Source: an optimization exercise on an open RTL-to-GDS flow (aim: small area). Production flows keep margins and buffers that such runs may drop.
At most, simulation tests tie the RTL to the original design; equivalence was not proved.
Function not checked in run 1: the RTL went through the layout flow alone.
Power and IR drop assume default switching activity.

==> flow/design.v <==
`default_nettype none
module vfu_ctrl
(
    input  logic [4:0] opcode,
    input  logic [2:0] funct,
    output logic       c_min,
    output logic       c_max,
    output logic       c_eq,
    output logic       c_lt,
    output logic       c_le,
    output logic       c_sgnj,
    output logic       c_sgnjn,
    output logic       c_sgnjx,
    output logic       c_skew,
    output logic       c_trans,
    output logic       c_bcast
);
    assign c_min   = opcode == 5'd0;
    assign c_max   = opcode == 5'd1;
    assign c_eq    = opcode == 5'd2;
    assign c_lt    = opcode == 5'd3;
    assign c_le    = opcode == 5'd4;
    assign c_sgnj  = opcode == 5'd5;
    assign c_sgnjn = opcode == 5'd6;
    assign c_sgnjx = opcode == 5'd7;
    assign c_skew  = (opcode == 5'd8) && (funct == 3'd0);
    assign c_trans = (opcode == 5'd8) && (funct == 3'd1);
    assign c_bcast = (funct == 3'd5) && (opcode[4:3] == 2'b00);
endmodule
`default_nettype wire
`default_nettype none
module vfu_magcmp
(
    input  logic [30:0] a,
    input  logic [30:0] b,
    output logic        lt,
    output logic        gt
);
    localparam int GS = 8;
    localparam int NG = 4;
    logic [NG*GS-1:0] aa, bb;
    logic [NG-1:0]    gl, gg;
    assign aa = {{(NG*GS-31){1'b0}}, a};
    assign bb = {{(NG*GS-31){1'b0}}, b};
    for (genvar k = 0; k < NG; k++) begin : g_grp
        logic [GS:0] lc, gc;
        assign lc[0] = 1'b0;
        assign gc[0] = 1'b0;
        for (genvar i = 0; i < GS; i++) begin : g_r
            assign lc[i+1] = (~aa[GS*k+i] & bb[GS*k+i]) | (~(aa[GS*k+i] & ~bb[GS*k+i]) & lc[i]);
            assign gc[i+1] = (aa[GS*k+i] & ~bb[GS*k+i]) | (~(~aa[GS*k+i] & bb[GS*k+i]) & gc[i]);
        end
        assign gl[k] = lc[GS];
        assign gg[k] = gc[GS];
    end
    localparam int NP = (NG <= 1) ? 1 : (NG <= 2) ? 2 : (NG <= 4) ? 4 : (NG <= 8) ? 8 : 16;
    logic [2*NP-2:0] tl, tg;
    for (genvar k = 0; k < NP; k++) begin : g_leaf
        if (k < NG) begin : g_v
            assign tl[NP-1+k] = gl[k];
            assign tg[NP-1+k] = gg[k];
        end else begin : g_z
            assign tl[NP-1+k] = 1'b0;
            assign tg[NP-1+k] = 1'b0;
        end
    end
    for (genvar n = 0; n < NP-1; n++) begin : g_node
        assign tl[n] = tl[2*n+2] | (~tg[2*n+2] & tl[2*n+1]);
        assign tg[n] = tg[2*n+2] | (~tl[2*n+2] & tg[2*n+1]);
    end
    assign lt = tl[0];
    assign gt = tg[0];
endmodule
`default_nettype wire
`default_nettype none
module vfu_lane
#(
    parameter int K = 0
)
(
    input  logic        en,
    input  logic        c_min,
    input  logic        c_max,
    input  logic        c_eq,
    input  logic        c_lt,
    input  logic        c_le,
    input  logic        c_sgnj,
    input  logic        c_sgnjn,
    input  logic        c_sgnjx,
    input  logic        c_skew,
    input  logic        c_trans,
    input  logic        c_bcast,
    input  logic [31:0] a,       
    input  logic [31:0] a0,      
    input  logic        a0_nan,
    input  logic        a0_zero,
    input  logic [31:0] b,
    input  logic [31:0] ts,      
    input  logic [31:0] ss,      
    input  logic [31:0] q,
    output logic        a_nan_o,
    output logic        a_zero_o,
    output logic [31:0] d
);
    localparam bit DIAG  = (K == 0) || (K == 4) || (K == 8);
    localparam bit TSRC  = (K == 1) || (K == 2) || (K == 3) || (K == 5) || (K == 6) || (K == 7);
    localparam bit SSRC  = (K == 1) || (K == 2) || (K == 3) || (K == 6);
    localparam bit SA0   = (K == 5) || (K == 7);
    localparam bit SNEG  = (K == 2) || (K == 3) || (K == 7);
    logic        use_a0;
    logic [31:0] ae;
    logic        an_raw, az_raw, an, az, bn;
    logic        lt, gt, eq;
    logic        sa, sb, sd;
    logic        ltm, zm, unord, nn;
    logic        f_lt, f_eq, f_le, flag;
    logic        mm, mm_a, mm_b;
    logic        sel_a, sel_b, sel_t, sel_s, nn_mm;
    assign an_raw   = (a[30:23] == 8'hff) && (a[22:0] != '0);
    assign az_raw   = (a[30:0] == '0);
    assign a_nan_o  = an_raw;
    assign a_zero_o = az_raw;
    if (K == 0) begin : g_l0
        assign use_a0 = 1'b1;
        assign ae     = a;
        assign an     = an_raw;
        assign az     = az_raw;
    end else begin : g_ln
        if (SA0) begin : g_sa0
            assign use_a0 = c_bcast | c_skew;
        end else begin : g_nsa0
            assign use_a0 = c_bcast;
        end
        assign ae = use_a0 ? a0 : a;
        assign an = use_a0 ? a0_nan : an_raw;
        assign az = use_a0 ? a0_zero : az_raw;
    end
    assign bn = (b[30:23] == 8'hff) && (b[22:0] != '0);
    vfu_magcmp u_cmp (.a(ae[30:0]), .b(b[30:0]), .lt(lt), .gt(gt));
    assign eq = ~(lt | gt);
    assign sa = ae[31];
    assign sb = b[31];
    assign sd = sa ^ sb;
    assign ltm   = sd ? sa : (sa ? gt : lt);
    assign zm    = eq & az;
    assign unord = an | bn;
    assign nn    = an & bn;
    assign f_lt = ~unord & ltm & ~zm;
    assign f_eq = ~unord & ((~sd & eq) | zm);
    assign f_le = f_lt | f_eq;
    assign flag = (c_eq & f_eq) | (c_lt & f_lt) | (c_le & f_le);
    assign mm   = c_min | c_max;
    assign mm_a = c_min ? (~an & (bn | ltm)) : (~nn & ~(~bn & (an | ltm)));
    assign mm_b = ~nn & ~mm_a;
    assign nn_mm = mm & nn;
    assign sel_a = (mm & mm_a) | c_sgnj | c_sgnjn | c_sgnjx
                 | (DIAG ? c_trans : 1'b0) | (SA0 ? c_skew : 1'b0);
    assign sel_b = mm & mm_b;
    assign sel_t = TSRC ? c_trans : 1'b0;
    assign sel_s = SSRC ? c_skew : 1'b0;
    logic s_a, s_an, s_b, s_bn, s_x;
    assign s_a  = en & ((mm & mm_a) | (DIAG ? c_trans : 1'b0) | ((SA0 && !SNEG) ? c_skew : 1'b0));
    assign s_an = en & ((SA0 && SNEG) ? c_skew : 1'b0);
    assign s_b  = en & ((mm & mm_b) | c_sgnj);
    assign s_bn = en & c_sgnjn;
    assign s_x  = en & c_sgnjx;
    logic ea, eb, et, es, en_n;
    assign ea   = en & sel_a;
    assign eb   = en & sel_b;
    assign et   = en & sel_t;
    assign es   = en & sel_s;
    assign en_n = ~en;
    assign d[31]    = (s_a & sa) | (s_an & ~sa) | (s_b & sb) | (s_bn & ~sb) | (s_x & sd)
                    | (et & ts[31]) | (es & (ss[31] ^ SNEG)) | (en_n & q[31]);
    assign d[30:23] = ({8{ea}} & ae[30:23]) | ({8{eb}} & b[30:23]) | ({8{et}} & ts[30:23])
                    | ({8{es}} & ss[30:23]) | ({8{en_n}} & q[30:23]) | {8{en & nn_mm}};
    assign d[22]    = (ea & ae[22]) | (eb & b[22]) | (et & ts[22]) | (es & ss[22])
                    | (en_n & q[22]) | (en & nn_mm);
    assign d[21:1]  = ({21{ea}} & ae[21:1]) | ({21{eb}} & b[21:1]) | ({21{et}} & ts[21:1])
                    | ({21{es}} & ss[21:1]) | ({21{en_n}} & q[21:1]);
    assign d[0]     = (ea & ae[0]) | (eb & b[0]) | (et & ts[0]) | (es & ss[0])
                    | (en_n & q[0]) | (en & flag);
endmodule
`default_nettype wire
`default_nettype none
module vfu_top
(
    input  logic                     clk,
    input  logic                     rst_n,
    input  logic                     en,
    input  logic [16*32-1:0] vec_a,
    input  logic [16*32-1:0] vec_b,
    input  logic [4:0]               opcode,
    input  logic [2:0]               funct,
    output logic [16*32-1:0] vec_out,
    output logic                     out_valid
);
    logic c_min, c_max, c_eq, c_lt, c_le, c_sgnj, c_sgnjn, c_sgnjx;
    logic c_skew, c_trans, c_bcast;
    logic [16-1:0]    a_nan, a_zero;
    logic [16*32-1:0] d;
    vfu_ctrl u_ctrl (
        .opcode  (opcode),
        .funct   (funct),
        .c_min   (c_min),
        .c_max   (c_max),
        .c_eq    (c_eq),
        .c_lt    (c_lt),
        .c_le    (c_le),
        .c_sgnj  (c_sgnj),
        .c_sgnjn (c_sgnjn),
        .c_sgnjx (c_sgnjx),
        .c_skew  (c_skew),
        .c_trans (c_trans),
        .c_bcast (c_bcast)
    );
    for (genvar i = 0; i < 16; i++) begin : g_lane
        localparam int TS = (i < 9) ? 3 * (i % 3) + (i / 3) : i;
        localparam int SS = (i == 1 || i == 3) ? 2 : (i == 2 || i == 6) ? 1 : i;
        vfu_lane #(.K(i)) u_lane (
            .en       (en),
            .c_min    (c_min),
            .c_max    (c_max),
            .c_eq     (c_eq),
            .c_lt     (c_lt),
            .c_le     (c_le),
            .c_sgnj   (c_sgnj),
            .c_sgnjn  (c_sgnjn),
            .c_sgnjx  (c_sgnjx),
            .c_skew   (c_skew),
            .c_trans  (c_trans),
            .c_bcast  (c_bcast),
            .a        (vec_a[32*i +: 32]),
            .a0       (vec_a[31:0]),
            .a0_nan   (a_nan[0]),
            .a0_zero  (a_zero[0]),
            .b        (vec_b[32*i +: 32]),
            .ts       (vec_a[32*TS +: 32]),
            .ss       (vec_a[32*SS +: 32]),
            .q        (vec_out[32*i +: 32]),
            .a_nan_o  (a_nan[i]),
            .a_zero_o (a_zero[i]),
            .d        (d[32*i +: 32])
        );
    end
    always_ff @(posedge clk or negedge rst_n) begin
        if (!rst_n) begin
            vec_out   <= '0;
            out_valid <= 1'b0;
        end else begin
            vec_out   <= d;
            out_valid <= en;
        end
    end
endmodule
`default_nettype wire
==> flow/flow/run.sh <==
#!/bin/bash
# Own layout flow: the standard ORFS flow, with two changes:
#  - synthesis maps with an area-oriented ABC script (synth_area.tcl);
#    registers are untouched since ABC runs on the combinational logic only.
#  - port buffers use sky130_fd_sc_hd__buf_1 instead of the default cell.
#  - clock tree: smaller buffers, larger sink clusters, no dummy loads.
set -euo pipefail
W=$(pwd)
F=$W/flow
export MY_ABC_SCRIPT=$F/abc_area.script
CTS_ARGS="-sink_clustering_enable -repair_clock_nets -dont_use_dummy_load"
CTS_ARGS+=" -buf_list sky130_fd_sc_hd__clkbuf_8 -sink_clustering_size 20 -sink_clustering_max_diameter 60"
bash $W/standard.sh \
  SYNTH_SCRIPT=$F/synth_area.tcl \
  "BUFFER_PORTS_ARGS=-buffer_cell sky130_fd_sc_hd__buf_1" \
  "CTS_ARGS=$CTS_ARGS" \
  finish > $W/flow_make.log 2>&1
==> flow/flow/abc_area.script <==
strash
&get -n
&st
&dch
&nf -R 1000
&put
strash
&get -n
&st
&dch
&nf -R 1000
&put
topo
==> flow/flow/synth_area.tcl <==
# Same as synth_recipe.tcl, but ABC maps with the script named by MY_ABC_SCRIPT.
proc abc {args} {
  set i [lsearch -exact $args -script]
  if { $i >= 0 } { lset args [expr {$i + 1}] $::env(MY_ABC_SCRIPT) }
  yosys abc {*}$args
}
source [file dirname [file normalize [info script]]]/../synth_recipe.tcl
==> flow/standard.sh <==
#!/bin/bash
# synth_recipe.tcl (not shown) runs the flow's synth.tcl, then flattens the netlist and writes it again
# the make line also repeats each setting of config.mk as NAME=value (left out here)
make -C /OpenROAD-flow-scripts/flow DESIGN_CONFIG=/design/flow/config.mk WORK_HOME=/design/flow/orfs CLKGATE_MAP_FILE= SYNTH_SCRIPT=/design/flow/synth_recipe.tcl "${@:-finish}"
==> flow/config.mk <==
export PLATFORM = sky130hd
export DESIGN_NAME = vfu_top
export DESIGN_NICKNAME = vfu_top
export VERILOG_FILES = /design/flow/design.v
export SDC_FILE = /design/flow/constraint.sdc
export NUM_CORES = 8
export LEC_CHECK = 0
export CAP_MARGIN = 20
export CORE_AREA = 5 5 555 555
export DIE_AREA = 0 0 560 560
export SLEW_MARGIN = 20
==> flow/constraint.sdc <==
create_clock -name core_clock -period 6.0 [get_ports {clk}]
set_input_delay 1.2000 -clock core_clock [delete_from_list [all_inputs] [get_ports {clk}]]
set_output_delay 1.2000 -clock core_clock [all_outputs]
set_load 0.01 [all_outputs]
==> results of run 1 <==
[cell usage in the layout (no fill, tap or decap), types with 35 or more instances in the layout]
| master | n |
|---|---|
| a22oi_1 | 275 |
| o21ai_0 | 654 |
| nand2_1 | 413 |
| o22a_1 | 50 |
| o211ai_1 | 132 |
| dfrtp_1 | 513 |
| o22ai_1 | 145 |
| nor2_1 | 339 |
| diode_2 | 173 |
| a31oi_1 | 43 |
| a221oi_1 | 88 |
| buf_4 | 397 |
| clkinv_1 | 76 |
| a21oi_1 | 662 |
| nand4_1 | 88 |
| clkbuf_8 | 90 |
| buf_1 | 1545 |
| o21ai_1 | 45 |
| a221o_1 | 72 |
| buf_12 | 86 |
| nand2b_1 | 35 |
| a222oi_1 | 170 |
| nor4_1 | 182 |
| a22o_1 | 59 |
| nor3_1 | 63 |
| nand3_1 | 62 |
[power by group through the flow]
stage / Combinational (mW) / Clock, mW / Sequential, mW
2_1_floorplan: 1.19 / 0 / 3.94
3_3_place_gp: 3.30 / 0 / 3.92
3_5_place_dp: 3.30 / 0 / 3.92
4_1_cts: 3.31 / 3.10 / 3.86
5_1_grt: 3.57 / 3.19 / 3.87
6_report: 3.40 / 3.05 / 3.86
[cell families after synthesis]
family | after synthesis | synth area share
buffers and inverters | 77 | 0.00790
adder cells (fa/ha/maj) | 16 | 0.00438
AND/OR/NAND/NOR | 1378 | 0.179
XOR/XNOR | 26 | 0.00622
flip-flops | 513 | 0.351
multiplexers | 3 | 0.000821
AO/OA/AOI/OAI | 2562 | 0.451
[through the flow]
stage | util | area (µm²) | std cells
after floorplan | - | 36900 | 4575
after global placement | 0.174 | 52600 | 10600
after detailed placement | 0.174 | 52700 | 10600
after CTS | 0.178 | 53900 | 10700
after global routing | 0.179 | 54200 | 10800
final | 0.180 | 54300 | 10800
[area by class of cell]
| cell class | instances | area [µm²] | share of cell area |
|---|---|---|---|
| multi-input combinational | 3985 | 24000 | 0.442 |
| timing repair buffer | 2031 | 10500 | 0.194 |
| tap | 3978 | 4980 | 0.0916 |
| inverter | 77 | 315 | 0.00580 |
| sequential | 513 | 12800 | 0.236 |
| clock buffer | 90 | 1240 | 0.0228 |
| antenna | 173 | 433 | 0.00797 |
[critical path: stages]
cell and delay [ps]:
buf_1 160, nor2b_4 210, and3_4 290, buf_12 330
nand2_4 400, buf_4 360, o21ai_0 110, buf_4 180
o22ai_1 80, a31oi_1 230, o22ai_1 110, a21oi_1 160
nor2_1 60, o21a_1 190, o21ai_0 240, nand2b_1 100
a22oi_1 280, nand2_1 90, a21oi_1 180, nor2_1 60
nand2_1 130, nand2_1 60, nand2_1 70, o21ai_0 70
a221oi_1 400, buf_4 230, nand2_1 50
[metal layers]
metal,track usage,part of all wire,wire length [µm],vias up
li1,-,-,-,23400
met1,0.299,0.35,155000,28600
met2,0.397,0.42,186000,5293
met3,0.133,0.15,64500,1178
met4,0.168,0.078,34400,154
met5,0,0.0024,1080,-
[synth_stat cells, types with 11 or more instances]
master / number / area [µm²]
nor2b_1: 25 / 156
nand2b_1: 41 / 257
a222oi_1: 170 / 1700
o21bai_1: 14 / 105
nor2_1: 364 / 1370
a22oi_1: 275 / 2060
a22o_1: 59 / 517
o211ai_1: 132 / 991
or4_1: 15 / 113
a21o_1: 23 / 173
nor3_1: 67 / 335
o221ai_1: 14 / 123
nand3_1: 65 / 325
a31oi_1: 45 / 282
a221o_1: 72 / 721
o22ai_1: 145 / 907
maj3_1: 16 / 160
nand4_1: 88 / 551
o2111ai_1: 27 / 236
and3_1: 13 / 81.3
o21a_1: 14 / 105
and2_0: 51 / 319
a221oi_1: 88 / 771
or2_0: 22 / 138
o21ai_0: 704 / 3520
o31ai_1: 11 / 82.6
dfrtp_1: 513 / 12800
o22a_1: 50 / 438
xnor2_1: 24 / 210
clkinv_1: 77 / 289
a21oi_1: 674 / 3370
nor4_1: 194 / 1210
nand2_1: 418 / 1570
[sequential cells by signal, summed over array words and instances (netlist names)]
register,cells
out_valid,1
vec_out,512
[how the worst max path moves through the flow]
| stage | startpoint | endpoint | slack [ps] | depth (start not counted) |
|---|---|---|---|---|
| after global placement | opcode[4] | vec_out[169]$_DFF_PN0_ | -310 | 25 |
| after floorplan | funct[0] | vec_out[416]$_DFF_PN0_ | -1460 | 20 |
| final | funct[0] | vec_out[383]$_DFF_PN0_ | 600 | 27 |
| after CTS | funct[0] | vec_out[383]$_DFF_PN0_ | 670 | 27 |
| after detailed placement | funct[0] | vec_out[383]$_DFF_PN0_ | -240 | 27 |
| after global routing | funct[0] | vec_out[383]$_DFF_PN0_ | 250 | 28 |
==> results.toml, run 1 <==
[timing]
fin_crit_ps = 5400
rsz0062_at_grt = "no"
slew_headroom = 0.219
final_hold_viol_count = 0
fin_hold_ws_ps = 406
tns_ps = 0
setup_viol = 0
slew_violations = 0
skew_ps = 0
worstMarginPinSlew_ps = 1170
fmax_mhz = 185
finalWorstSetupSlack_ps = 602
period_share = 0.900

[logic_synthesis]
synth_seq_cells = 513
yosysSeqAreaShare = 0.351
synth_edf_count = 0
ys.flop_type = "dfrtp_1"
synthesis.nets = 5610
netlist_instances = 4575
ys_types = 58
avgSynthCellArea_um2 = 8.00
async_flop_share = 1.00
ys_warn_count = 1
syn-cell-area_um2 = 36600

[clock_network]
clkSinkCount = 513
cts-root-buf = "clkbuf_8"
numCtsBuffers = 90
cts-htree-levels = 3
cts_tree = "built"
clk-insertion-delay-late_ps = 890
path_clk_slew_ps = 100
clk_path_buf_depth = 4
cts_hold_buf = 0
postCtsSetupBuffers = 0
post_cts_resized = 0

[detailed_routing]
drt_iter0_markers = 9833
vias = 58600
drtAntennaViolNets = 0
via_per_inst = 5.40
post_drt_wl_per_cell_um = 40.7
firstDrtPassIters = 13
drc = 0
drt-total-wl_mm = 441

[grt]
antenna_found_initial = 303
gr-total-overflow = 0
grt_max_degree = 197
grt_pass1_vias = 52900
grt_usage = 0.265
grt_pass1_wl_mm = 555

[pwr]
p_comb_frac = 0.330
p_sw_mw = 4.28
peakVddDrop_v = 0.000127
total_power_mw = 10.3
clkPwrFrac = 0.295
internal-power_mw = 6.03
sw_frac_of_total = 0.415
static-leakage-power_nw = 19.0
p_seq_frac = 0.375
power_density_nw_per_um2 = 190

[placed_design]
port_buffers = 1547
dp_hpwl_mm = 369
pre_cts_ws_ps = -237
gp_routability_congestion = 1.03

[job]
drv_cap = 0

[outcome]
status = "complete, no violations"

[worst_setup_path]
worstReg2RegEnd = "vec_out[64]$_DFF_PN0_"
ff2ff_setup_slack_ps = 4650
cp_data_arrival_time_ps = 6090
path_max_fanout = 42
crit_type = "in2reg"
reg2reg_depth = 4
regToRegStartpoint = "vec_out[64]$_DFF_PN0_"
worstPathRequired_ps = 6690
startpoint_type = "input port"
critPathCaptureType = "register"

[floorplanning]
die_x_um = 560
ios = 1548
row_count = 202
floorplan.initialDensity = 0.121
core_area_um2 = 302000
die_h_um = 560
die_area_um2 = 314000

[finish]
drive_gt1_frac = 0.102
nFillCells = 34700
nets = 7733
syn2layout_area_growth_pct = 48.5

[min_path]
hold_class = "in2async"
==> run 2, diff against run 1 <==
--- a/flow/design.v
+++ b/flow/design.v
@@ -13,7 +13,8 @@
     output logic       c_sgnjx,
     output logic       c_skew,
     output logic       c_trans,
-    output logic       c_bcast
+    output logic       c_bcast,
+    output logic       c_asel
 );
     assign c_min   = opcode == 5'd0;
     assign c_max   = opcode == 5'd1;
@@ -26,6 +27,7 @@
     assign c_skew  = (opcode == 5'd8) && (funct == 3'd0);
     assign c_trans = (opcode == 5'd8) && (funct == 3'd1);
     assign c_bcast = (funct == 3'd5) && (opcode[4:3] == 2'b00);
+    assign c_asel  = (funct == 3'd5);
 endmodule
 `default_nettype wire
 `default_nettype none
@@ -90,6 +92,9 @@
     input  logic        c_skew,
     input  logic        c_trans,
     input  logic        c_bcast,
+    input  logic        c_asel,
+    input  logic        funct0,
+    input  logic        opcode3,
     input  logic [31:0] a,       
     input  logic [31:0] a0,      
     input  logic        a0_nan,
@@ -127,9 +132,9 @@
         assign az     = az_raw;
     end else begin : g_ln
         if (SA0) begin : g_sa0
-            assign use_a0 = c_bcast | c_skew;
+            assign use_a0 = c_asel | ((funct0) & opcode3);
         end else begin : g_nsa0
-            assign use_a0 = c_bcast;
+            assign use_a0 = c_asel;
         end
         assign ae = use_a0 ? a0 : a;
         assign an = use_a0 ? a0_nan : an_raw;
@@ -196,7 +201,7 @@
     output logic                     out_valid
 );
     logic c_min, c_max, c_eq, c_lt, c_le, c_sgnj, c_sgnjn, c_sgnjx;
-    logic c_skew, c_trans, c_bcast;
+    logic c_skew, c_trans, c_bcast, c_asel;
     logic [16-1:0]    a_nan, a_zero;
     logic [16*32-1:0] d;
     vfu_ctrl u_ctrl (
@@ -212,7 +217,8 @@
         .c_sgnjx (c_sgnjx),
         .c_skew  (c_skew),
         .c_trans (c_trans),
-        .c_bcast (c_bcast)
+        .c_bcast (c_bcast),
+        .c_asel  (c_asel)
     );
     for (genvar i = 0; i < 16; i++) begin : g_lane
         localparam int TS = (i < 9) ? 3 * (i % 3) + (i / 3) : i;
@@ -230,6 +236,9 @@
             .c_skew   (c_skew),
             .c_trans  (c_trans),
             .c_bcast  (c_bcast),
+            .c_asel   (c_asel),
+            .funct0   (funct == 3'd0),
+            .opcode3  (opcode[3]),
             .a        (vec_a[32*i +: 32]),
             .a0       (vec_a[31:0]),
             .a0_nan   (a_nan[0]),
--- a/flow/config.mk
+++ b/flow/config.mk
@@ -6,6 +6,6 @@
 export NUM_CORES = 8
 export LEC_CHECK = 0
 export CAP_MARGIN = 20
-export CORE_AREA = 5 5 555 555
-export DIE_AREA = 0 0 560 560
+export CORE_AREA = 5 5 475 475
+export DIE_AREA = 0 0 480 480
 export SLEW_MARGIN = 20
==> run 2 against run 1 <==
Power rose by 1.0%. Critical path depth shrank 2. Flip-flop and latch count unchanged. Final cell count down 11%. Synthesized cell count down 0.77%. Maximum frequency about the same.
==> results.toml, run 2 <==
[outcome]
status = "complete, no violations"

[clock_network]
cts_hold_buf = 0
cts-htree-levels = 3
clk_path_buf_depth = 3
cts-root-buf = "clkbuf_8"
cts_tree = "built"
path_clk_slew_ps = 70
clkSinkCount = 513
post_cts_resized = 0
postCtsSetupBuffers = 0
clk-insertion-delay-late_ps = 800
numCtsBuffers = 85

[grt]
grt_max_degree = 122
grt_usage = 0.321
grt_pass1_vias = 52300
grt_pass1_wl_mm = 503
gr-total-overflow = 0
antenna_found_initial = 177

[floorplanning]
die_x_um = 480
ios = 1548
die_h_um = 480
floorplan.initialDensity = 0.166
core_area_um2 = 220000
row_count = 172
die_area_um2 = 230000

[finish]
finalInstanceArea_um2 = 51400
drive_gt1_frac = 0.0793
mostFrequentLayoutCells = "buf_1 (1545), a21oi_1 (757), o21ai_0 (595)"
syn2layout_area_growth_pct = 41.1
biggestRegsByFlops = "vec_out: 512 flops, out_valid: 1 flops"
nets = 7553
post-route-util = 0.234
final_common_cell = "buf_1"
largest_reg_flops = 512
top_register = "vec_out"

[logic_synthesis]
netlist_top_cells_area = "dfrtp_1 (35%), a21oi_1 (11%), o21ai_0 (8.4%)"
synth_edf_count = 0
yosysSeqAreaShare = 0.352
synth_top_area_frac = 0.352
synth.top_cells.by_count = "a21oi_1 (767), o21ai_0 (609), dfrtp_1 (513)"
netlist_instances = 4540
synth_seq_cells = 513
async_flop_share = 1.00
ys_types = 58
synth_most_common_cell = "a21oi_1"
ys.flop_type = "dfrtp_1"
syn-cell-area_um2 = 36400
synth_top_cell_by_area = "dfrtp_1"
synthesis.nets = 5575
ys_warn_count = 1
avgSynthCellArea_um2 = 8.02

[timing]
fmax_mhz = 185
rsz0062_at_grt = "no"
fin_hold_ws_ps = 460
setup_viol = 0
slew_headroom = 0.267
slew_violations = 0
worstMarginPinSlew_ps = 1100
period_share = 0.901
finalWorstSetupSlack_ps = 597
fin_crit_ps = 5400
skew_ps = 0
final_hold_viol_count = 0

[worst_setup_path]
worstPathRequired_ps = 6620
critPathCaptureType = "register"
cp_data_arrival_time_ps = 6020
path_max_fanout = 43
crit_type = "in2reg"
startpoint_type = "input port"

[placed_design]
placed_area_um2 = 49800
port_buffers = 1547
dp_hpwl_mm = 329
pre_cts_ws_ps = 19.3
gp_routability_congestion = 1.10

[pwr]
sw_frac_of_total = 0.425
clkPwrFrac = 0.277
power_density_nw_per_um2 = 203
static-leakage-power_nw = 18.1
p_sw_mw = 4.43
peakVddDrop_v = 0.000144
internal-power_mw = 5.99
p_comb_frac = 0.352
p_seq_frac = 0.371

[detailed_routing]
drtAntennaViolNets = 0
via_per_inst = 6.05
drc = 0
drt-total-wl_mm = 394
wl_met3_mm = 65.4
vias = 58300
top_layer_used = "met5"
post_drt_wl_per_cell_um = 40.9
drt_iter0_markers = 10600
met2_length_mm = 156
wl_met1_mm = 131
firstDrtPassIters = 15

[min_path]
hold_class = "in2async"

[job]
drv_cap = 0
-- run 2: kinds of logic after synthesis --
kind of cell	count (synthesis)	share of synthesized area
fa+ha+maj	8	0.00220
flops	513	0.352
xor+xnor	25	0.00601
buf+inv	80	0.00824
compound gates	2606	0.459
simple gates	1308	0.173
-- run 2: layout make-up --
type                       count  area, µm²
inverter                      80        327
timing repair buffer        1891       9260
multi-input combinational   3947      23700
fill                       24900     168000
antenna                      161        403
sequential                   513      12800
clock buffer                  85       1170
tap                         2958       3700
-- run 2: path summary, 6_finish.rpt --
kind | from | endpoint | slack (ps) | cells past startpoint
worst min-delay path | rst_n | vec_out[365]$_DFF_PN0_ | 460 | 1
min in group core_clock | vec_out[447]$_DFF_PN0_ | vec_out[447]$_DFF_PN0_ | 480 | 2
worst max register to register | vec_out[96]$_DFF_PN0_ | vec_out[96]$_DFF_PN0_ | 4660 | 4
worst min register to register | vec_out[447]$_DFF_PN0_ | vec_out[447]$_DFF_PN0_ | 480 | 2
max in group asynchronous | rst_n | vec_out[348]$_DFF_PN0_ | 4110 | 3
worst max-delay path | funct[2] | vec_out[320]$_DFF_PN0_ | 600 | 25
-- run 2: power by group through the flow --
stage / sequential, mW / combinational (mW) / clock, mW
2_1_floorplan: 3.95 / 1.32 / 0
3_3_place_gp: 3.92 / 3.50 / 0
3_5_place_dp: 3.92 / 3.49 / 0
4_1_cts: 3.86 / 3.51 / 2.92
5_1_grt: 3.88 / 3.80 / 3.01
6_report: 3.87 / 3.66 / 2.89
-- run 2: critical path: stages --
cell and delay, ps:
buf_1 290, nand2_8 90, or2_4 350, buf_12 180, buf_12 160, buf_12 190
a21oi_1 840, a22oi_1 280, a21oi_1 180, o22ai_1 90, a21oi_1 160, a21o_1 100
o21ai_0 90, o21ai_0 240, a21o_1 180, a21oi_1 70, nor2_1 160, xor2_1 160
a21oi_1 120, and2_0 230, nor2_1 100, buf_4 130, nor2_1 40, a221oi_1 230
o21ai_0 130
-- run 2: metrics by stage --
stage               std cells  total power [mW]  setup TNS [ps]
floorplan                4540              5.27         -828790
global placement         9387              7.41            -237
detailed placement       9388              7.41               0
CTS                      9473              10.3               0
global route             9572              10.7               0
finish                   9635              10.4               0
-- run 2: metal layers --
metal	GRT usage	vias up
met5	0.00704	-
met4	0.258	92
met3	0.176	1378
met2	0.448	5657
met1	0.356	28100
li1	-	23100
==> run 3, diff against run 2 <==
==> flow/flow/abc_area.script (replaced) <==
strash
&get -n
&st
&dch
&nf -R 1000
&put
mfs2
strash
&get -n
&st
&dch
&nf -R 1000
&put
topo
--- a/flow/config.mk
+++ b/flow/config.mk
@@ -6,6 +6,6 @@
 export NUM_CORES = 8
 export LEC_CHECK = 0
 export CAP_MARGIN = 20
-export CORE_AREA = 5 5 475 475
-export DIE_AREA = 0 0 480 480
+export CORE_AREA = 5 5 515 515
+export DIE_AREA = 0 0 520 520
 export SLEW_MARGIN = 20
==> run 3 against run 2 <==
Sequential share of layout area shrank 0.55 points. Highest routed layer unchanged. Non-clock buffer count grew 57. Core utilization shrank 3.1 points. Power grew 1.7%. Final cell count grew 5.7%. Critical endpoint is now vec_out[199]$_DFF_PN0_. Synthesized area shrank 0.25%. Via count grew 0.32%. Global-route usage shrank 2.2 points.
==> results.toml, run 3 <==
[detailed_routing]
firstDrtPassIters = 11
drc = 0
vias = 58500
drt-total-wl_mm = 428
drtAntennaViolNets = 0
post_drt_wl_per_cell_um = 42.1
drt_iter0_markers = 10300
via_per_inst = 5.74

[worst_setup_path]
max_stage_delay_ps = 760
crit_type = "in2reg"
worstPathBufferInverterCount = 5
critical_path_depth = 26
cpLargestDelayFamily = "compound AO/OA/AOI/OAI gates"
critPathCaptureType = "register"
reg2reg_depth = 4
worstPathRequired_ps = 6660
slowest_stage = "or3_2"
startpoint_type = "input port"
ff2ff_setup_slack_ps = 4730
path_max_fanout = 16
cp_data_arrival_time_ps = 6040

[logic_synthesis]
synth_compound_area_frac = 0.464
synthSimpleGateAreaFrac = 0.160
synth_top_family_by_area = "compound AO/OA/AOI/OAI gates"
synth_xor_area_frac = 0.00723
netlist_top_cells_area = "dfrtp_1 (35%), a21oi_1 (11%), o21ai_0 (9.2%)"
synth_most_common_cell = "a21oi_1"
synth_seq_cells = 513
syn-cell-area_um2 = 36300
synth_top_area_frac = 0.353
ys_types = 52
yosysSeqAreaShare = 0.353
synth_edf_count = 0
synth.top_cells.by_count = "a21oi_1 (782), o21ai_0 (666), dfrtp_1 (513)"
synth_top_cell_by_area = "dfrtp_1"
async_flop_share = 1.00
synthesis.nets = 5594
ys.flop_type = "dfrtp_1"
ys_warn_count = 1
avgSynthCellArea_um2 = 7.97
netlist_instances = 4559
synth.area.mux_share = 0
synth_fa_ha_area_frac = 0.00303

[timing]
rsz0062_at_grt = "no"
final_hold_viol_count = 0
period_share = 0.897
tns_ps = 0
slew_violations = 0
finalWorstSetupSlack_ps = 619
fin_hold_ws_ps = 469
fmax_mhz = 186
skew_ps = 0
setup_viol = 0
slew_headroom = 0.159
fin_crit_ps = 5380
worstMarginPinSlew_ps = 1260

[placed_design]
port_buffers = 1547
dp_hpwl_mm = 361
placed_area_um2 = 50900
dp.cells = 9908
gp_routability_congestion = 1.05
pre_cts_ws_ps = -63.9

[floorplanning]
floorplan.initialDensity = 0.140
die_area_um2 = 270000
die_x_um = 520
die_h_um = 520
ios = 1548
core_area_um2 = 259000
row_count = 187

[pwr]
static-leakage-power_nw = 18.3
total_power_mw = 10.6
power_density_nw_per_um2 = 202
peakVddDrop_v = 0.000147

[grt]
antenna_found_initial = 248
use_met1 = 0.331
met2_usage = 0.428
grt_pass1_wl_mm = 543
use_met3 = 0.167
grt_pass1_vias = 52600
grt_usage = 0.298
grt_max_degree = 168
grt.busiest_layer = "met2"
gr-total-overflow = 0

[job]
drv_cap = 0

[finish]
drive_gt1_frac = 0.0899
mostFrequentLayoutCells = "buf_1 (1535), a21oi_1 (774), o21ai_0 (647)"
instances_no_fill = 10200
biggestRegsByFlops = "vec_out: 512 flops, out_valid: 1 flops"
top_register = "vec_out"
finalInstanceArea_um2 = 52600
nFillCells = 29700
post-route-util = 0.203
nets = 7631
final_common_cell = "buf_1"
largest_reg_flops = 512
syn2layout_area_growth_pct = 44.6

[min_path]
hold_class = "in2async"

[clock_network]
numCtsBuffers = 87
path_clk_slew_ps = 100
clk-insertion-delay-late_ps = 870
cts-htree-levels = 3
clk_path_buf_depth = 3
cts-root-buf = "clkbuf_8"
postCtsSetupBuffers = 0
post_cts_resized = 0
cts_tree = "built"
clkSinkCount = 513
cts_hold_buf = 0

[outcome]
status = "complete, no violations"
==> run 3: path summary, 6_finish.rpt <==
| kind | startpoint | end |
|---|---|---|
| max | funct[1] | vec_out[199]$_DFF_PN0_ |
| min | rst_n | vec_out[37]$_DFF_PN0_ |
| max reg2reg | vec_out[95]$_DFF_PN0_ | vec_out[95]$_DFF_PN0_ |
| min reg2reg | vec_out[447]$_DFF_PN0_ | vec_out[447]$_DFF_PN0_ |
| max in group asynchronous | rst_n | vec_out[483]$_DFF_PN0_ |
| min in group core_clock | vec_out[447]$_DFF_PN0_ | vec_out[447]$_DFF_PN0_ |
==> run 3: where the power goes <==
group | internal (mW) | switching (mW) | leakage, nW
clock network | 1.27 | 1.69 | 0.627
registers | 3.68 | 0.189 | 7.01
logic | 1.11 | 2.66 | 10.7
total | 6.06 | 4.54 | 18.3
==> run 3: kinds of logic (layout without fill, tap and decap cells) <==
family          count (synthesis)  count (layout)
compound gates               2688            2688
xor+xnor                       30              30
fa+ha+maj                      11              11
buf+inv                       116            2151
flops                         513             513
other cells                     0             187
simple gates                 1201            1201
==> run 3: area by class of cell <==
cell class	count	area, µm²	share of cell area
Antenna cell	187	468	0.00890
Sequential cell	513	12800	0.244
Timing Repair Buffer	1948	9780	0.186
Inverter	116	452	0.00859
Multi-Input combinational cell	3930	23600	0.448
Clock buffer	87	1200	0.0228
Tap cell	3402	4260	0.0810
==> run 3: metal layers <==
metal  vias up  share of wire
li1      23100              -
met2      5271           0.41
met5         -         0.0032
met3      1193           0.16
met4       188          0.083
met1     28700           0.34
==> run 4, diff against run 3 <==
==> flow/flow/abc_area.script (replaced) <==
strash
&get -n
&st
&dch
&nf -R 1000
&put
strash
&get -n
&st
&dch
&nf -R 1000
&put
topo
--- a/flow/config.mk
+++ b/flow/config.mk
@@ -8,4 +8,5 @@
 export CAP_MARGIN = 20
 export CORE_AREA = 5 5 515 515
 export DIE_AREA = 0 0 520 520
+export PLACE_DENSITY = 0.85
 export SLEW_MARGIN = 20
==> run 4 against run 3 <==
Non-clock buffer count down 108. Synthesized cell count down 0.42%. Worst hold slack better by 15 ps. Design area down 1.5%.
==> results.toml, run 4 <==
[grt]
antenna_found_initial = 303
grt_max_degree = 164
grt.busiest_layer = "met2"
use_met1 = 0.332
grt_usage = 0.304
grt_pass1_vias = 52400
grt_pass1_wl_mm = 550
met2_usage = 0.423
use_met3 = 0.182
gr-total-overflow = 0

[detailed_routing]
drt_iter0_markers = 11800
vias = 59700
post_drt_wl_per_cell_um = 43.4
drc = 0
drtAntennaViolNets = 0
firstDrtPassIters = 15
via_per_inst = 5.92
drt-total-wl_mm = 438

[floorplanning]
core_area_um2 = 259000
die_x_um = 520
row_count = 187
ios = 1548
die_area_um2 = 270000
die_h_um = 520
floorplan.initialDensity = 0.141

[timing]
setup_viol = 0
fmax_mhz = 183
slew_violations = 0
rsz0062_at_grt = "no"
fin_crit_ps = 5470
skew_ps = 0
slew_headroom = 0.156
finalWorstSetupSlack_ps = 535
final_hold_viol_count = 0
period_share = 0.911
worstMarginPinSlew_ps = 1260

[pwr]
total_power_mw = 10.5
static-leakage-power_nw = 17.9
peakVddDrop_v = 0.000150
power_density_nw_per_um2 = 204

[logic_synthesis]
synth_top_area_frac = 0.352
ys.flop_type = "dfrtp_1"
yosysSeqAreaShare = 0.352
async_flop_share = 1.00
avgSynthCellArea_um2 = 8.02
synth_top_cell_by_area = "dfrtp_1"
netlist_instances = 4540
ys_warn_count = 1
syn-cell-area_um2 = 36400
synth_most_common_cell = "a21oi_1"
netlist_top_cells_area = "dfrtp_1 (35%), a21oi_1 (11%), o21ai_0 (8.4%)"
synth.top_cells.by_count = "a21oi_1 (767), o21ai_0 (609), dfrtp_1 (513)"
synth_seq_cells = 513
synth_edf_count = 0
ys_types = 58
synthesis.nets = 5575

[finish]
drive_gt1_frac = 0.0716
finalInstanceArea_um2 = 51800
largest_reg_flops = 512
syn2layout_area_growth_pct = 42.1
nets = 7503
biggestRegsByFlops = "vec_out: 512 flops, out_valid: 1 flops"
top_register = "vec_out"
post-route-util = 0.200
mostFrequentLayoutCells = "buf_1 (1545), a21oi_1 (759), o21ai_0 (595)"
nFillCells = 29700
final_common_cell = "buf_1"

[clock_network]
cts-root-buf = "clkbuf_8"
numCtsBuffers = 86
postCtsSetupBuffers = 0
cts-htree-levels = 3
path_clk_slew_ps = 70
clkSinkCount = 513
cts_hold_buf = 0
clk-insertion-delay-late_ps = 830
clk_path_buf_depth = 3
post_cts_resized = 0
cts_tree = "built"

[worst_setup_path]
startpoint_type = "input port"
worstPathRequired_ps = 6660
critPathCaptureType = "register"
cp_data_arrival_time_ps = 6130
crit_type = "in2reg"
path_max_fanout = 31

[placed_design]
port_buffers = 1547
pre_cts_ws_ps = -12.2
gp_routability_congestion = 1.06
dp_hpwl_mm = 370
placed_area_um2 = 50000

[min_path]
hold_class = "reg2reg"

[outcome]
status = "complete, no violations"

[job]
drv_cap = 0
==> run 4: stage by stage <==
stage | TNS, ps | instances | hold WS [ps]
3_5_place_dp | -12.2 | 9782 | 464
6_report | 0 | 10100 | 484
5_1_grt | 0 | 9989 | 491
2_1_floorplan | -828790 | 4540 | 509
4_1_cts | 0 | 9868 | 418
3_3_place_gp | -315 | 9781 | 464
==> run 4: area by class of cell <==
| cell class | count | area (µm²) | share of cell area |
|---|---|---|---|
| inverters | 80 | 317 | 0.00612 |
| flip-flops and latches | 513 | 12800 | 0.248 |
| repair buffers | 1840 | 8940 | 0.173 |
| multi-input cells | 3947 | 23700 | 0.457 |
| diodes | 222 | 556 | 0.0107 |
| well taps | 3402 | 4260 | 0.0822 |
| clock buffers | 86 | 1180 | 0.0229 |
==> run 4: cell families after synthesis <==
logic type	after synthesis	share of synthesized area
adders and majority gates	8	0.00220
and+or+nand+nor	1308	0.173
DFF	513	0.352
buffers and inverters	80	0.00824
AOI/OAI and AO/OA	2606	0.459
xor gates and xnor gates	25	0.00601
==> run 4: critical path: stages <==
cell      delay (ps)
buf_1            260
buf_4            210
nor2_4           120
buf_4            180
and2_2           210
buf_4            200
a21oi_1          750
a22oi_1          250
a21oi_1          180
o22ai_1           90
a21oi_1          160
a21oi_1           60
o21ai_0          330
o21ai_0          140
o21ai_0          190
a21oi_1           90
buf_4            150
o21ai_0          250
nand2_1           90
a21oi_1          250
nor4_2           100
buf_12           220
a221oi_1         260
o21ai_0          130
==> run 4: worst paths after layout <==
path	cells past startpoint	start	slack [ps]	to
setup / recovery	24	funct[1]	530	vec_out[384]$_DFF_PN0_
hold / removal	2	vec_out[447]$_DFF_PN0_	480	vec_out[447]$_DFF_PN0_
setup reg to reg	4	vec_out[95]$_DFF_PN0_	4590	vec_out[95]$_DFF_PN0_
hold reg to reg	2	vec_out[447]$_DFF_PN0_	480	vec_out[447]$_DFF_PN0_
max in group asynchronous	2	rst_n	3960	vec_out[454]$_DFF_PN0_
min in group asynchronous	1	rst_n	540	vec_out[320]$_DFF_PN0_
==> run 4: power by group <==
group	switching, mW	leakage [nW]	internal [mW]
Clock	1.70	0.620	1.25
Sequential	0.191	7.01	3.67
Combinational	2.68	10.3	1.05
==> run 4: per-layer routing <==
| metal | share of wire | wire (µm) | up-vias |
|---|---|---|---|
| li1 | - | - | 23000 |
| met5 | 0.0026 | 1130 | - |
| met3 | 0.17 | 76200 | 1519 |
| met4 | 0.098 | 42800 | 168 |
| met1 | 0.33 | 145000 | 29000 |
| met2 | 0.40 | 174000 | 6026 |
==> run 5, diff against run 4 <==
--- a/flow/config.mk
+++ b/flow/config.mk
@@ -8,5 +8,4 @@
 export CAP_MARGIN = 20
 export CORE_AREA = 5 5 515 515
 export DIE_AREA = 0 0 520 520
-export PLACE_DENSITY = 0.85
 export SLEW_MARGIN = 20
==> run 5 against run 4 <==
Non-clock buffer count grew 31. Routed wire length shrank 5.4%. Sequential share of layout area is essentially flat. Critical endpoint is now vec_out[100]$_DFF_PN0_. Count of clock-buffer cells in the layout shrank 2. Synthesized area is the same. Die area is the same. Power shrank 1.3%.
==> results.toml, run 5 <==
[worst_setup_path]
regToRegStartpoint = "vec_out[95]$_DFF_PN0_"
critPathCaptureType = "register"
startpoint_type = "input port"
path_max_fanout = 17
worstReg2RegEnd = "vec_out[95]$_DFF_PN0_"
critPathLaunch = "funct[1]"
ff2ff_setup_slack_ps = 4700
worstPathRequired_ps = 6660
crit_type = "in2reg"
reg2reg_depth = 4
cp_data_arrival_time_ps = 6080

[detailed_routing]
drt_iter0_markers = 10900
post_drt_wl_per_cell_um = 41.1
drtAntennaViolNets = 0
drc = 0
via_per_inst = 5.84
vias = 58900
firstDrtPassIters = 14
drt-total-wl_mm = 415

[finish]
finalInstanceArea_um2 = 51800
biggestRegsByFlops = "vec_out: 512 flops, out_valid: 1 flops"
drive_gt1_frac = 0.0758
top_register = "vec_out"
largest_reg_flops = 512
mostFrequentLayoutCells = "buf_1 (1545), a21oi_1 (759), o21ai_0 (595)"
nets = 7532
final_common_cell = "buf_1"
syn2layout_area_growth_pct = 42.3
instances_no_fill = 10100

[timing]
finalWorstSetupSlack_ps = 581
final_hold_viol_count = 0
fin_hold_ws_ps = 482
rsz0062_at_grt = "no"
setup_viol = 0
slew_violations = 0
skew_ps = 0
slew_headroom = 0.139
worstMarginPinSlew_ps = 1280
fin_crit_ps = 5420
tns_ps = 0
fmax_mhz = 185
period_share = 0.903

[logic_synthesis]
synth_most_common_cell = "a21oi_1"
netlist_top_cells_area = "dfrtp_1 (35%), a21oi_1 (11%), o21ai_0 (8.4%)"
synthesis.nets = 5575
ys.flop_type = "dfrtp_1"
async_flop_share = 1.00
synth_seq_cells = 513
synth_top_area_frac = 0.352
avgSynthCellArea_um2 = 8.02
ys_warn_count = 1
synth_top_cell_by_area = "dfrtp_1"
ys_types = 58
synth.top_cells.by_count = "a21oi_1 (767), o21ai_0 (609), dfrtp_1 (513)"
synth_edf_count = 0
syn-cell-area_um2 = 36400
yosysSeqAreaShare = 0.352
netlist_instances = 4540

[min_path]
min-delay-start = "vec_out[447]$_DFF_PN0_"
hold_class = "reg2reg"
min_path_cells = 2
holdPathEnd = "vec_out[447]$_DFF_PN0_"

[floorplanning]
die_h_um = 520
die_x_um = 520
ios = 1548
floorplan.initialDensity = 0.141
core_area_um2 = 259000
die_area_um2 = 270000
row_count = 187

[pwr]
power_density_nw_per_um2 = 201
static-leakage-power_nw = 18.0
peakVddDrop_v = 0.000146

[clock_network]
postCtsSetupBuffers = 0
clk_path_buf_depth = 3
cts_hold_buf = 0
post_cts_resized = 0
cts_tree = "built"
numCtsBuffers = 84
path_clk_slew_ps = 60
cts-htree-levels = 3
cts-root-buf = "clkbuf_8"
clkSinkCount = 513
clk-insertion-delay-late_ps = 740

[placed_design]
gp_routability_congestion = 1.04
dp_hpwl_mm = 348
placed_area_um2 = 50200
port_buffers = 1547
dp.cells = 9813
pre_cts_ws_ps = 103

[grt]
grt_max_degree = 134
antenna_found_initial = 240
grt_pass1_wl_mm = 526
grt_pass1_vias = 52300
grt_usage = 0.287
gr-total-overflow = 0

[job]
drv_cap = 0

[outcome]
status = "complete, no violations"
[run 5: cell counts after synthesis]
No cell type changed its count.
[run 5: logic make-up (layout without fill, tap and decap cells)]
| group | count (synthesis) | in the layout | share of synthesized area |
|---|---|---|---|
| other | 0 | 181 | 0 |
| buffers and inverters | 80 | 2035 | 0.00824 |
| and+or+nand+nor | 1308 | 1308 | 0.173 |
| DFF | 513 | 513 | 0.352 |
| xor gates and xnor gates | 25 | 25 | 0.00601 |
| adders and majority gates | 8 | 8 | 0.00220 |
| AOI/OAI and AO/OA | 2606 | 2606 | 0.459 |
[run 5: routing by layer]
layer | routed length, µm | GRT usage | share of wire | vias to the layer above
li1 | - | - | - | 23100
met1 | 141000 | 0.320 | 0.34 | 28600
met2 | 170000 | 0.417 | 0.41 | 5617
met3 | 66700 | 0.157 | 0.16 | 1399
met4 | 35400 | 0.195 | 0.085 | 160
met5 | 1120 | 0 | 0.0027 | -
[run 5: cell type report]
class                           instances  area (µm²)
Antenna cell                          181         453
Clock buffer                           84        1160
Timing Repair Buffer                 1871        9140
Inverter                               80         317
Multi-Input combinational cell       3947       23700
Sequential cell                       513       12800
Fill cell                           29700      207000
Tap cell                             3402        4260
[run 5: power breakdown]
| group | leakage (nW) | total [mW] | switching, mW | internal, mW |
|---|---|---|---|---|
| Clock | 0.605 | 2.88 | 1.66 | 1.23 |
| Combinational | 10.4 | 3.67 | 2.61 | 1.05 |
| Sequential | 7.01 | 3.86 | 0.187 | 3.67 |
[run 5: how the worst max path moves through the flow]
| stage | endpoint | cells past startpoint |
|---|---|---|
| finish | vec_out[100]$_DFF_PN0_ | 28 |
| global route | vec_out[104]$_DFF_PN0_ | 26 |
| CTS | vec_out[102]$_DFF_PN0_ | 26 |
| detailed placement | vec_out[101]$_DFF_PN0_ | 24 |
| global placement | vec_out[172]$_DFF_PN0_ | 25 |
| floorplan | vec_out[161]$_DFF_PN0_ | 21 |
[run 5: critical path, stage by stage]
cell       delay [ps]
buf_1             130
buf_4             180
or2_4             150
buf_12            170
buf_4             290
nor2_4            140
buf_12            170
a21oi_1           290
nand2_1           120
nand2_1            70
o21ai_0            70
a21oi_1           150
a21oi_1            50
o311a_1           300
o21ai_0           240
a21boi_0          570
nand2_1           130
nand3_1           160
nand2_1            70
o2bb2ai_1         140
xnor2_1           150
nand2_1           100
nand2_1           100
nand2_1            80
nor3_2            240
buf_4             340
a21oi_1           100
o21ai_0            90
[run 5: metrics by stage]
stage	total power, mW	utilization
final	10.4	0.200
after global routing	10.7	0.199
after CTS	10.3	0.198
after detailed placement	7.43	0.194
after global placement	7.43	0.194
after floorplan	5.27	-
==> run 6, diff against run 5 <==
--- a/flow/config.mk
+++ b/flow/config.mk
@@ -8,4 +8,5 @@
 export CAP_MARGIN = 20
 export CORE_AREA = 5 5 515 515
 export DIE_AREA = 0 0 520 520
+export PLACE_DENSITY = 0.75
 export SLEW_MARGIN = 20
==> run 6 against run 5 <==
Maximum frequency fell by 3.7%. Synthesized area did not move. Critical path depth fell by 6. Non-clock buffer count rose by 4. Flip-flop and latch count did not move. Combinational power rose by 2%. Core utilization fell by 0.088 points. Still clean. Sequential share of layout area rose by 0.11 points. Critical endpoint is now vec_out[301]$_DFF_PN0_.
==> results.toml, run 6 <==
[worst_setup_path]
critical_path_depth = 22
max_stage_delay_ps = 960
crit_chain = "buf_1 > buf_4 > nor2_4 > buf_12 > buf_12 > o21ai_0 > o22ai_1 > a21oi_1 > o22ai_1 > a21oi_1 > nor2_1 > o21ai_0 > o21ai_0 > o21ai_0 > o21ai_0 > and2_0 > nor3_1 > or2_0 > nand3_1 > nor2_2 > buf_4 > a221o_1"
worstReg2RegEnd = "vec_out[95]$_DFF_PN0_"
path_common_cell = "o21ai_0"
startpoint_type = "input port"
cp_data_arrival_time_ps = 6340
worstPathRequired_ps = 6720
crit_type = "in2reg"
slowest_stage = "o21ai_0"
ff2ff_setup_slack_ps = 4630
critPathLaunch = "funct[1]"
worstPathBufferInverterCount = 5
cpLargestDelayFamily = "compound AO/OA/AOI/OAI gates"
reg2reg_depth = 4
path_max_fanout = 24
regToRegStartpoint = "vec_out[95]$_DFF_PN0_"
worstSetupEndpoint = "vec_out[301]$_DFF_PN0_"
critPathCaptureType = "register"

[timing]
setup_viol = 0
fin_crit_ps = 5620
fmax_mhz = 178
slew_headroom = 0.150
skew_ps = 0
rsz0062_at_grt = "no"
slew_violations = 0
period_share = 0.937
finalWorstSetupSlack_ps = 375
worstMarginPinSlew_ps = 1260
final_hold_viol_count = 0

[logic_synthesis]
yosysSeqAreaShare = 0.352
ys_warn_count = 1
synth.top_cells.by_count = "a21oi_1 (767), o21ai_0 (609), dfrtp_1 (513)"
synth_edf_count = 0
ys.flop_type = "dfrtp_1"
avgSynthCellArea_um2 = 8.02
ys_types = 58
synth_seq_cells = 513
synthesis.nets = 5575
netlist_instances = 4540
synth_most_common_cell = "a21oi_1"
synth_top_cell_by_area = "dfrtp_1"
async_flop_share = 1.00
netlist_top_cells_area = "dfrtp_1 (35%), a21oi_1 (11%), o21ai_0 (8.4%)"
syn-cell-area_um2 = 36400
synth_top_area_frac = 0.352

[clock_network]
clk_path_buf_depth = 3
cts-root-buf = "clkbuf_8"
numCtsBuffers = 80
path_clk_slew_ps = 70
cts_hold_buf = 0
postCtsSetupBuffers = 0
cts-htree-levels = 3
cts_tree = "built"
clkSinkCount = 513
clk-insertion-delay-late_ps = 840
post_cts_resized = 0

[detailed_routing]
drtAntennaViolNets = 0
post_drt_wl_per_cell_um = 42.6
drt_iter0_markers = 12200
vias = 60200
via_per_inst = 5.97
drt-total-wl_mm = 430
firstDrtPassIters = 17
drc = 0

[placed_design]
port_buffers = 1547
dp.cells = 9817
pre_cts_ws_ps = -71.4
gp_routability_congestion = 1.10
dp_hpwl_mm = 364

[pwr]
static-leakage-power_nw = 17.9
internal-power_mw = 5.89
p_seq_frac = 0.370
clkPwrFrac = 0.272
p_sw_mw = 4.56
sw_frac_of_total = 0.436
p_comb_frac = 0.359
power_density_nw_per_um2 = 203
peakVddDrop_v = 0.000135

[finish]
top_register = "vec_out"
nets = 7532
biggestRegsByFlops = "vec_out: 512 flops, out_valid: 1 flops"
mostFrequentLayoutCells = "buf_1 (1545), a21oi_1 (759), o21ai_0 (594)"
drive_gt1_frac = 0.0761
final_common_cell = "buf_1"
instances_no_fill = 10100
syn2layout_area_growth_pct = 41.6
post-route-util = 0.199
nFillCells = 29600
largest_reg_flops = 512

[grt]
grt_max_degree = 128
grt_pass1_vias = 53000
antenna_found_initial = 265
grt_usage = 0.298
gr-total-overflow = 0
grt_pass1_wl_mm = 541

[floorplanning]
die_h_um = 520
die_area_um2 = 270000
ios = 1548
row_count = 187
floorplan.initialDensity = 0.141
core_area_um2 = 259000
die_x_um = 520

[outcome]
status = "complete, no violations"

[min_path]
hold_class = "reg2reg"
min-delay-start = "vec_out[447]$_DFF_PN0_"

[job]
drv_cap = 0
run 6: worst min-delay path by stage:
| stage | end | slack, ps | cells past startpoint |
|---|---|---|---|
| after global routing | vec_out[329]$_DFF_PN0_ | 470 | 1 |
| final | vec_out[447]$_DFF_PN0_ | 480 | 2 |
| after floorplan | vec_out[447]$_DFF_PN0_ | 510 | 2 |
| after detailed placement | vec_out[447]$_DFF_PN0_ | 460 | 2 |
| after global placement | vec_out[447]$_DFF_PN0_ | 460 | 2 |
| after CTS | vec_out[97]$_DFF_PN0_ | 420 | 1 |
run 6: cell families (layout without fill, tap and decap cells):
| family | Yosys count | count (layout) | synth area share |
|---|---|---|---|
| xor+xnor | 25 | 25 | 0.00601 |
| buf+inv | 80 | 2035 | 0.00824 |
| simple gates | 1308 | 1308 | 0.173 |
| flops | 513 | 513 | 0.352 |
| compound gates | 2606 | 2606 | 0.459 |
| other cells | 0 | 195 | 0 |
| fa+ha+maj | 8 | 8 | 0.00220 |
run 6: final cells by class:
type,instances,area (µm²),area share
multi-input combinational,3947,23700,0.459
sequential,513,12800,0.249
timing repair buffer,1875,8910,0.173
tap,3402,4260,0.0825
clock buffer,80,1100,0.0213
antenna,195,488,0.00946
inverter,80,317,0.00613
run 6: layer usage:
layer,global-route usage,vias to the layer above,part of all wire
met5,0.00369,-,0.0026
met4,0.229,166,0.098
met3,0.202,1683,0.19
met2,0.416,6530,0.40
met1,0.312,28800,0.32
li1,-,23100,-
run 6: power groups by stage:
stage	logic (mW)	registers [mW]	clock network (mW)
after detailed placement	3.55	3.92	0
after global routing	3.86	3.88	2.94
after CTS	3.56	3.86	2.84
after floorplan	1.32	3.95	0
final	3.75	3.87	2.84
after global placement	3.55	3.91	0
run 6: worst reg2reg max path, stage by stage (launching register included):
cell      delay (ps)
dfrtp_1          430
a221oi_1         290
o21ai_0          190
a221oi_1         260
nand2_1           90
run 6: stage by stage:
step	hold slack, ps	total power [mW]	instance area (µm²)	setup TNS [ps]
floorplan	509	5.27	36500	-828790
global placement	461	7.46	50000	-1040
detailed placement	462	7.46	50000	-484
CTS	417	10.3	51100	0
global route	469	10.7	51400	0
finish	475	10.5	51600	0
==> run 7, diff against run 6 <==
--- a/flow/design.v
+++ b/flow/design.v
@@ -137,8 +137,8 @@
             assign use_a0 = c_asel;
         end
         assign ae = use_a0 ? a0 : a;
-        assign an = use_a0 ? a0_nan : an_raw;
-        assign az = use_a0 ? a0_zero : az_raw;
+        assign an = (ae[30:23] == 8'hff) && (ae[22:0] != '0);
+        assign az = (ae[30:0] == '0);
     end
     assign bn = (b[30:23] == 8'hff) && (b[22:0] != '0);
     vfu_magcmp u_cmp (.a(ae[30:0]), .b(b[30:0]), .lt(lt), .gt(gt));
==> run 7 against run 6 <==
Routed wire length is 1.9% lower. Critical path type unchanged. Register-to-register slack lost 260 ps. Worst setup slack got worse by 39 ps. Combinational power is 6.9% higher. Power is 4.5% higher. Still clean on timing, DRC and antenna. Clock power grew 7.4%. Maximum frequency decreased by 0.70%. Design area up 6.4%. Die area stayed put. Largest cell class unchanged.
==> results.toml, run 7 <==
[outcome]
status = "complete, no violations"

[clock_network]
numCtsBuffers = 91
clkSinkCount = 513
postCtsSetupBuffers = 0
cts-htree-levels = 3
path_clk_slew_ps = 70
clk-insertion-delay-late_ps = 840
cts-root-buf = "clkbuf_8"
cts_hold_buf = 0
clk_path_buf_depth = 3
post_cts_resized = 0
cts_tree = "built"

[timing]
rsz0062_at_grt = "no"
fin_crit_ps = 5660
tns_ps = 0
slew_violations = 0
skew_ps = 0
slew_headroom = 0.111
period_share = 0.944
fmax_mhz = 177
worstMarginPinSlew_ps = 1330
setup_viol = 0
final_hold_viol_count = 0

[worst_setup_path]
worstPathRequired_ps = 6730
crit_type = "in2reg"
path_max_fanout = 27
max_stage_delay_ps = 890
cp_data_arrival_time_ps = 6390
regToRegStartpoint = "vec_out[91]$_DFF_PN0_"
critPathLaunch = "funct[0]"
critPathCaptureType = "register"
startpoint_type = "input port"
slowest_stage = "nor3_1"

[logic_synthesis]
synth_top_cell_by_area = "dfrtp_1"
synth_top_area_frac = 0.355
syn-cell-area_um2 = 36200
ys_types = 53
synth_seq_cells = 513
yosysSeqAreaShare = 0.355
synth_most_common_cell = "o21ai_0"
synth.top_cells.by_count = "o21ai_0 (871), dfrtp_1 (513), nand2_1 (427)"
synthesis.nets = 5493
netlist_top_cells_area = "dfrtp_1 (35%), o21ai_0 (12%), a21oi_1 (5.6%)"
ys.flop_type = "dfrtp_1"
synth_edf_count = 0
ys_warn_count = 1
netlist_instances = 4458
avgSynthCellArea_um2 = 8.11
async_flop_share = 1.00

[grt]
grt_max_degree = 174
antenna_found_initial = 276
grt_pass1_wl_mm = 537
grt_pass1_vias = 53800
grt_usage = 0.294
gr-total-overflow = 0

[floorplanning]
floorplan.initialDensity = 0.140
die_area_um2 = 270000
die_h_um = 520
die_x_um = 520
row_count = 187
core_area_um2 = 259000
ios = 1548

[pwr]
total_power_mw = 10.9
peakVddDrop_v = 0.000137
power_density_nw_per_um2 = 199
static-leakage-power_nw = 19.8

[finish]
final_common_cell = "buf_1"
nFillCells = 29500
biggestRegsByFlops = "vec_out: 512 flops, out_valid: 1 flops"
top_register = "vec_out"
drive_gt1_frac = 0.133
largest_reg_flops = 512
syn2layout_area_growth_pct = 51.8
nets = 7856
mostFrequentLayoutCells = "buf_1 (1545), o21ai_0 (826), buf_4 (635)"

[detailed_routing]
drt_iter0_markers = 10300
post_drt_wl_per_cell_um = 40.5
drt-total-wl_mm = 421
drtAntennaViolNets = 0
via_per_inst = 5.70
firstDrtPassIters = 13
drc = 0
vias = 59400

[placed_design]
gp_routability_congestion = 1.07
dp_hpwl_mm = 354
port_buffers = 1547

[job]
drv_cap = 0

[min_path]
hold_class = "in2async"
==> run 7: report_power, final <==
part / total, mW / switching, mW / internal, mW / leakage, nW
Combinational: 4.01 / 2.71 / 1.30 / 12.1
Clock: 3.05 / 1.72 / 1.32 / 0.656
Sequential: 3.87 / 0.190 / 3.68 / 7.00
==> run 7: critical path: cells and delay by family <==
kind	cells	cell delay, ps
buffers and inverters	4	750
xor gates and xnor gates	1	110
and+or+nand+nor	8	1590
AOI/OAI and AO/OA	14	2690
==> run 7: worst paths after layout <==
path / endpoint / slack (ps) / cells after the start
hold / removal: vec_out[218]$_DFF_PN0_ / 470 / 1
setup / recovery: vec_out[191]$_DFF_PN0_ / 340 / 27
hold reg to reg: vec_out[22]$_DFF_PN0_ / 510 / 2
min in group core_clock: vec_out[22]$_DFF_PN0_ / 510 / 2
max in group asynchronous: vec_out[267]$_DFF_PN0_ / 4250 / 2
setup reg to reg: vec_out[91]$_DFF_PN0_ / 4370 / 4
==> run 7: kinds of logic (layout without fill, tap and decap cells) <==
| family | Yosys count | after routing | share of synthesized area |
|---|---|---|---|
| AOI/OAI and AO/OA | 2547 | 2547 | 0.458 |
| xor gates and xnor gates | 23 | 23 | 0.00557 |
| adders and majority gates | 14 | 14 | 0.00387 |
| buffers and inverters | 63 | 2424 | 0.00654 |
| DFF | 513 | 513 | 0.355 |
| other | 0 | 191 | 0 |
| and+or+nand+nor | 1298 | 1298 | 0.171 |
==> run 7: stage by stage <==
stage               utilization  setup WS, ps  std cells  area [µm²]  hold slack, ps
finish                    0.212           336      10400       54900             471
CTS                       0.210           467      10200       54400             355
global placement          0.205          -402      10100       53200             473
detailed placement        0.205          -449      10100       53200             483
global route              0.211          64.9      10300       54700             400
floorplan                     -         -4690       4458       36300             519
==> run 7: layout make-up <==
class                      count  area (µm²)  share of cell area
timing repair buffer        2270       12300               0.225
tap                         3402        4260              0.0775
inverter                      63         264             0.00481
multi-input combinational   3882       23500               0.428
sequential                   513       12800               0.234
antenna                      191         478             0.00871
clock buffer                  91        1250              0.0228
==> run 7: routing by layer <==
metal / global-route usage / vias up / part of all wire
met1: 0.345 / 28900 / 0.36
li1: - / 23700 / -
met5: 0 / - / 0.0017
met4: 0.198 / 102 / 0.084
met3: 0.122 / 1313 / 0.13
met2: 0.436 / 5401 / 0.42
==> run 8, diff against run 7 <==
--- a/flow/flow/run.sh
+++ b/flow/flow/run.sh
@@ -9,7 +9,7 @@
 F=$W/flow
 export MY_ABC_SCRIPT=$F/abc_area.script
 CTS_ARGS="-sink_clustering_enable -repair_clock_nets -dont_use_dummy_load"
-CTS_ARGS+=" -buf_list sky130_fd_sc_hd__clkbuf_8 -sink_clustering_size 20 -sink_clustering_max_diameter 60"
+CTS_ARGS+=" -buf_list sky130_fd_sc_hd__clkbuf_8 -sink_clustering_size 22 -sink_clustering_max_diameter 65"
 bash $W/standard.sh \
   SYNTH_SCRIPT=$F/synth_area.tcl \
   "BUFFER_PORTS_ARGS=-buffer_cell sky130_fd_sc_hd__buf_1" \
==> run 8 against run 7 <==
First-iteration DRC count shrank 3.0%. Final cell count about the same. Clock power fell by 5%. Synthesized area did not move. Sequential power is essentially flat. Worst setup slack better by 56 ps. Non-clock buffer count unchanged. Critical endpoint is now vec_out[148]$_DFF_PN0_. Largest cell class unchanged.
==> results.toml, run 8 <==
[outcome]
status = "complete, no violations"

[timing]
setup_viol = 0
skew_ps = 0
final_hold_viol_count = 0
worstMarginPinSlew_ps = 1330
fmax_mhz = 178
slew_headroom = 0.104
tns_ps = 0
rsz0062_at_grt = "no"
fin_crit_ps = 5610
finalWorstSetupSlack_ps = 392
fin_hold_ws_ps = 481
period_share = 0.935
slew_violations = 0

[worst_setup_path]
worstPathRequired_ps = 6650
crit_chain = "buf_1 > nand2_8 > nor2_4 > buf_12 > buf_12 > buf_4 > o21ai_0 > a22oi_1 > a21oi_1 > o22ai_1 > o21ai_0 > a21oi_1 > a21oi_1 > a21oi_1 > o21ai_0 > a21oi_1 > buf_4 > nand2_1 > nand2_1 > nand2_1 > buf_4 > o21ai_0"
critPathCaptureType = "register"
startpoint_type = "input port"
path_max_fanout = 39
max_stage_delay_ps = 400
path_common_cell = "a21oi_1"
cpLargestDelayFamily = "compound AO/OA/AOI/OAI gates"
crit_type = "in2reg"

[placed_design]
dp_hpwl_mm = 354
port_buffers = 1547

[finish]
nets = 7847
syn2layout_area_growth_pct = 51.4
mostFrequentLayoutCells = "buf_1 (1545), o21ai_0 (826), buf_4 (635)"
top_register = "vec_out"
drive_gt1_frac = 0.132
post-route-util = 0.211

[floorplanning]
die_x_um = 520
row_count = 187
core_area_um2 = 259000
floorplan.initialDensity = 0.140

[logic_synthesis]
netlist_top_cells_area = "dfrtp_1 (35%), o21ai_0 (12%), a21oi_1 (5.6%)"
ys.flop_type = "dfrtp_1"
yosysSeqAreaShare = 0.355
synth_edf_count = 0
synth_seq_cells = 513
netlist_instances = 4458
syn-cell-area_um2 = 36200
ys_warn_count = 1

[detailed_routing]
vias = 59400
firstDrtPassIters = 15
drt_iter0_markers = 9982
via_per_inst = 5.71
drt-total-wl_mm = 422
drtAntennaViolNets = 0
post_drt_wl_per_cell_um = 40.5
drc = 0

[pwr]
sw_frac_of_total = 0.426
peakVddDrop_v = 0.000144
p_comb_frac = 0.372
static-leakage-power_nw = 19.7
clkPwrFrac = 0.269
p_sw_mw = 4.59
power_density_nw_per_um2 = 197
p_seq_frac = 0.359
internal-power_mw = 6.18

[min_path]
hold_class = "in2async"

[clock_network]
cts-root-buf = "clkbuf_8"
cts-htree-levels = 3
postCtsSetupBuffers = 0
clkSinkCount = 513

[grt]
gr-total-overflow = 0
grt_pass1_vias = 53900
grt_pass1_wl_mm = 537
antenna_found_initial = 278
grt_usage = 0.294

[job]
drv_cap = 0
==> run 8: cell counts after synthesis <==
No cell type changed its count.
==> run 8: final timing paths <==
check	slack [ps]	endpoint	from	cells after the start
setup reg to reg	4390	vec_out[91]$_DFF_PN0_	vec_out[91]$_DFF_PN0_	4
max in group asynchronous	4230	vec_out[262]$_DFF_PN0_	rst_n	2
hold / removal	480	vec_out[218]$_DFF_PN0_	rst_n	1
setup / recovery	390	vec_out[148]$_DFF_PN0_	funct[2]	22
min in group core_clock	500	vec_out[22]$_DFF_PN0_	vec_out[22]$_DFF_PN0_	2
hold reg to reg	500	vec_out[22]$_DFF_PN0_	vec_out[22]$_DFF_PN0_	2
==> run 8: final cells by class <==
class                   instances  area, µm²
flip-flops and latches        513      12800
clock buffers                  82       1130
inverters                      63        264
multi-input cells            3882      23500
fillers                     29500     204000
well taps                    3402       4260
repair buffers               2270      12300
diodes                        190        475
==> run 8: through the flow <==
| stage | cells | power [mW] | instance area, µm² |
|---|---|---|---|
| floorplan | 4458 | 5.33 | 36300 |
| global placement | 10100 | 7.80 | 53200 |
| detailed placement | 10100 | 7.80 | 53200 |
| CTS | 10200 | 10.7 | 54300 |
| global route | 10300 | 11.1 | 54600 |
| finish | 10400 | 10.8 | 54800 |
==> run 8: cell families (layout without fill, tap and decap cells) <==
family | after synthesis | after routing | share of synthesized area
other | 0 | 190 | 0
XOR/XNOR | 23 | 23 | 0.00557
buffers and inverters | 63 | 2415 | 0.00654
AND/OR/NAND/NOR | 1298 | 1298 | 0.171
flip-flops | 513 | 513 | 0.355
adder cells (fa/ha/maj) | 14 | 14 | 0.00387
AO/OA/AOI/OAI | 2547 | 2547 | 0.458
==> run 8: power by group through the flow <==
stage / Clock (mW) / Sequential (mW) / Combinational, mW
2_1_floorplan: 0 / 3.96 / 1.37
3_3_place_gp: 0 / 3.92 / 3.88
3_5_place_dp: 0 / 3.92 / 3.88
4_1_cts: 2.96 / 3.86 / 3.89
5_1_grt: 3.04 / 3.88 / 4.18
6_report: 2.89 / 3.87 / 4.01
==> run 8: per-layer routing <==
layer	up-vias	GRT usage	part of all wire
met5	-	0	0.0020
met4	126	0.203	0.086
met3	1348	0.124	0.14
met2	5388	0.433	0.42
met1	28900	0.344	0.36
li1	23700	-	-

Check on run 8: ideal ports give 0.392 ns setup slack; a clkbuf_16 on the clock port and buf_2 on the inputs give 0.440 ns; moving port delays by the midpoint clock arrival (0.891 ns) as well gives -0.452 ns.
